This is an optimization exercise on Yosys and OpenROAD, whose aim is small area, not a production implementation.
The RTL was checked by simulation tests, not by an equivalence proof against the original design.
Power and IR drop assume default switching activity.

## snn_spi_top
module snn_spi_top (
    input  wire logic                SCK,
    input  wire logic                RST_async,
    input  wire logic                MOSI,
    output wire logic                MISO,
    output wire logic [11:0]         cfg_top,
    output wire logic [49:0]         cfg_ctrl,
    output wire logic [187:0]        cfg_net,
    output wire logic [57:0]         mem_req,
    input  wire logic [31:0]         mem_rdata
);
Size: roughly 370 flip-flops, ~340 I/O pins, about 12000 sq um of cells after synthesis.
==> flow/config.mk <==
export PLATFORM = sky130hd
export DESIGN_NAME = snn_spi_top
export DESIGN_NICKNAME = snn_spi_top
export VERILOG_FILES = /design/flow/design.v
export SDC_FILE = /design/flow/constraint.sdc
export NUM_CORES = 4
export LEC_CHECK = 0
export CAP_MARGIN = 20
export CORE_MARGIN = 2
export CORE_UTILIZATION = 65
export SLEW_MARGIN = 20
==> flow/constraint.sdc <==
create_clock -name core_clock -period 5.0 [get_ports {SCK}]
set_input_delay 1.0000 -clock core_clock [delete_from_list [all_inputs] [get_ports {SCK}]]
set_output_delay 1.0000 -clock core_clock [all_outputs]
set_load 0.01 [all_outputs]
standard.sh (not shown) runs the stock make flow with config.mk's settings and CLKGATE_MAP_FILE= SYNTH_SCRIPT=/design/flow/synth_recipe.tcl, a recipe that flattens the netlist after the stock synthesis.
==> flow/flow/run.sh <==
#!/bin/bash
# The standard ORFS layout with three changes that only affect area:
#  - synthesis maps the combinational logic with an area-oriented ABC script
#    (registers are mapped before ABC runs, so they are the standard ones);
#  - the smallest buffer on the ports;
#  - a clock tree of fewer, larger sink clusters and no dummy loads.
set -euo pipefail
here=$(pwd)
{
  cat <<TCL
proc abc {args} {
  set i [lsearch -exact \$args -script]
  if {\$i >= 0} { lset args [expr {\$i + 1}] $here/flow/abc_area_map.script }
  yosys abc {*}\$args
}
TCL
  cat synth_recipe.tcl
} > flow_synth.tcl
bash standard.sh \
  "SYNTH_SCRIPT=$here/flow_synth.tcl" \
  "BUFFER_PORTS_ARGS=-buffer_cell sky130_fd_sc_hd__buf_1" \
  "CTS_ARGS=-sink_clustering_enable -repair_clock_nets -dont_use_dummy_load -sink_clustering_size 10 -sink_clustering_max_diameter 40 -buf_list {sky130_fd_sc_hd__clkbuf_4}" \
  finish > make_finish.log 2>&1
==> flow/flow/abc_area_map.script <==
strash
dc2
dch
amap
topo
stime -c
Rerun with:
--- a/flow/config.mk
+++ b/flow/config.mk
@@ -8 +8 @@
-export CAP_MARGIN = 20
+export CAP_MARGIN = 5
@@ -11 +11 @@
-export SLEW_MARGIN = 20
+export SLEW_MARGIN = 5
- cell count does not change
- clock skew decreases by 0.0052 ns
- cell area hardly moves
- worst setup slack improved by 0.0031 ns
- area after synthesis is unchanged
Rerun with:
--- a/flow/config.mk
+++ b/flow/config.mk
@@ -8 +8 @@
-export CAP_MARGIN = 5
+export CAP_MARGIN = 20
@@ -11 +11,2 @@
-export SLEW_MARGIN = 5
+export GPL_TIMING_DRIVEN = 0
+export SLEW_MARGIN = 20
What happened:
- wire length rises by 1.5%
- synthesized area does not change
- worst setup slack got worse by 0.11 ns
- synthesized cell count is unchanged
- via count rises by 0.69%
- total power rises by 0.92%
- fmax falls by 2.3%
Rerun with:
==> flow/flow/abc_area_map.script (replaced) <==
strash
dch
map -a
topo
stime -c
--- a/flow/config.mk
+++ b/flow/config.mk
@@ -11 +10,0 @@
-export GPL_TIMING_DRIVEN = 0
The changed run finished with timing, DRC and antenna clean.
Total power falls by 2.5%.
Worst hold slack gets better by 0.027 ns.
Cell area falls by 1.1%.
Clock-buffer cell count falls by 1.
Wire length falls by 5.0%.
Via count stays flat.
Flip-flop and latch count is unchanged.


snn_spi_top, a different RTL version from the one above (not shown whole).
Size: roughly 1800 cells after synthesis, about 380 flip-flops, about 340 I/O pins, about 15000 um^2 of cells after synthesis.
export LEC_CHECK = 0
export CAP_MARGIN = 20
export CORE_MARGIN = 2
export CORE_UTILIZATION = 50
export SLEW_MARGIN = 20
create_clock -name core_clock -period 5.0 [get_ports {SCK}]
==> flow/flow/run.sh <==
#!/bin/bash
# Standard ORFS layout with smaller port buffers and a leaner clock tree.
set -euo pipefail
bash standard.sh \
  "BUFFER_PORTS_ARGS=-buffer_cell sky130_fd_sc_hd__buf_1" \
  "CTS_ARGS=-sink_clustering_enable -repair_clock_nets -dont_use_dummy_load -buf_list {sky130_fd_sc_hd__clkbuf_4 sky130_fd_sc_hd__clkbuf_8}" \
  "RECOVER_POWER=100" \
  finish > make_finish.log 2>&1
The starting point finished with max-capacitance violations, max-slew violations left.
Rerun with:
==> flow/run.sh (new file) <==
#!/bin/bash
# synth_recipe.tcl (not shown) runs the flow's synth.tcl, then flattens the netlist and writes it again
# the make line also repeats each setting of config.mk as NAME=value (left out here)
make -C /OpenROAD-flow-scripts/flow DESIGN_CONFIG=/design/flow/config.mk WORK_HOME=/design/flow/orfs CLKGATE_MAP_FILE= SYNTH_SCRIPT=/design/flow/synth_recipe.tcl finish
- CORE_UTILIZATION: 50 -> 25
removed: flow/flow/run.sh
removed: flow/standard.sh
With this change the flow went through all stages and came out clean.
Die area grows by 97%.
Hold slack barely changes.
Synthesized area is unchanged.
Power went up by about 15%.
Via count rises by about 1.6%.
Critical path depth grows by 1.

## separate check: timing with driven ports
Ports are ideal in the flow. The routed layouts listed here were re-timed in OpenROAD.
Step 1 sets driving cells, clkbuf_16 on the clock port and buf_2 on the other inputs (assumed; they add their load-dependent delay and slew).
Step 2 times the ports against the registers' clock, not the clock port: input delays grow and output delays shrink by t, the midpoint of the rising clock arrivals with the driver on.
Three values: ideal, step 1, step 2; two values: the first two.
| run | shift t [ns] | setup WS [ns] | worst register clock-pin slew, ns | worst slew at a driven data input, ns |
|---|---|---|---|---|
| the first run of note 1 | 0.658 | 0.374 / 0.374 / 0.374 | 0.11 / 0.11 | 0.08 |
| the second run of note 1 | 0.661 | 0.377 / 0.377 / 0.377 | 0.11 / 0.11 | 0.08 |
| the third run of note 1 | 0.683 | 0.267 / 0.267 / 0.267 | 0.11 / 0.11 | 0.08 |
| the fourth run of note 1 | 0.680 | 0.441 / 0.441 / 0.441 | 0.11 / 0.11 | 0.07 |
| the first run of note 2 | 0.607 | 1.111 / 1.122 / 0.515 | 0.07 / 0.07 | 0.08 |
| the second run of note 2 | 0.611 | 1.797 / 1.797 / 1.797 | 0.06 / 0.06 | 0.09 |
For the first run of note 2, which loses most, drivers alone change the setup slack by +0.011 ns; drivers and shift together by -0.596 ns.
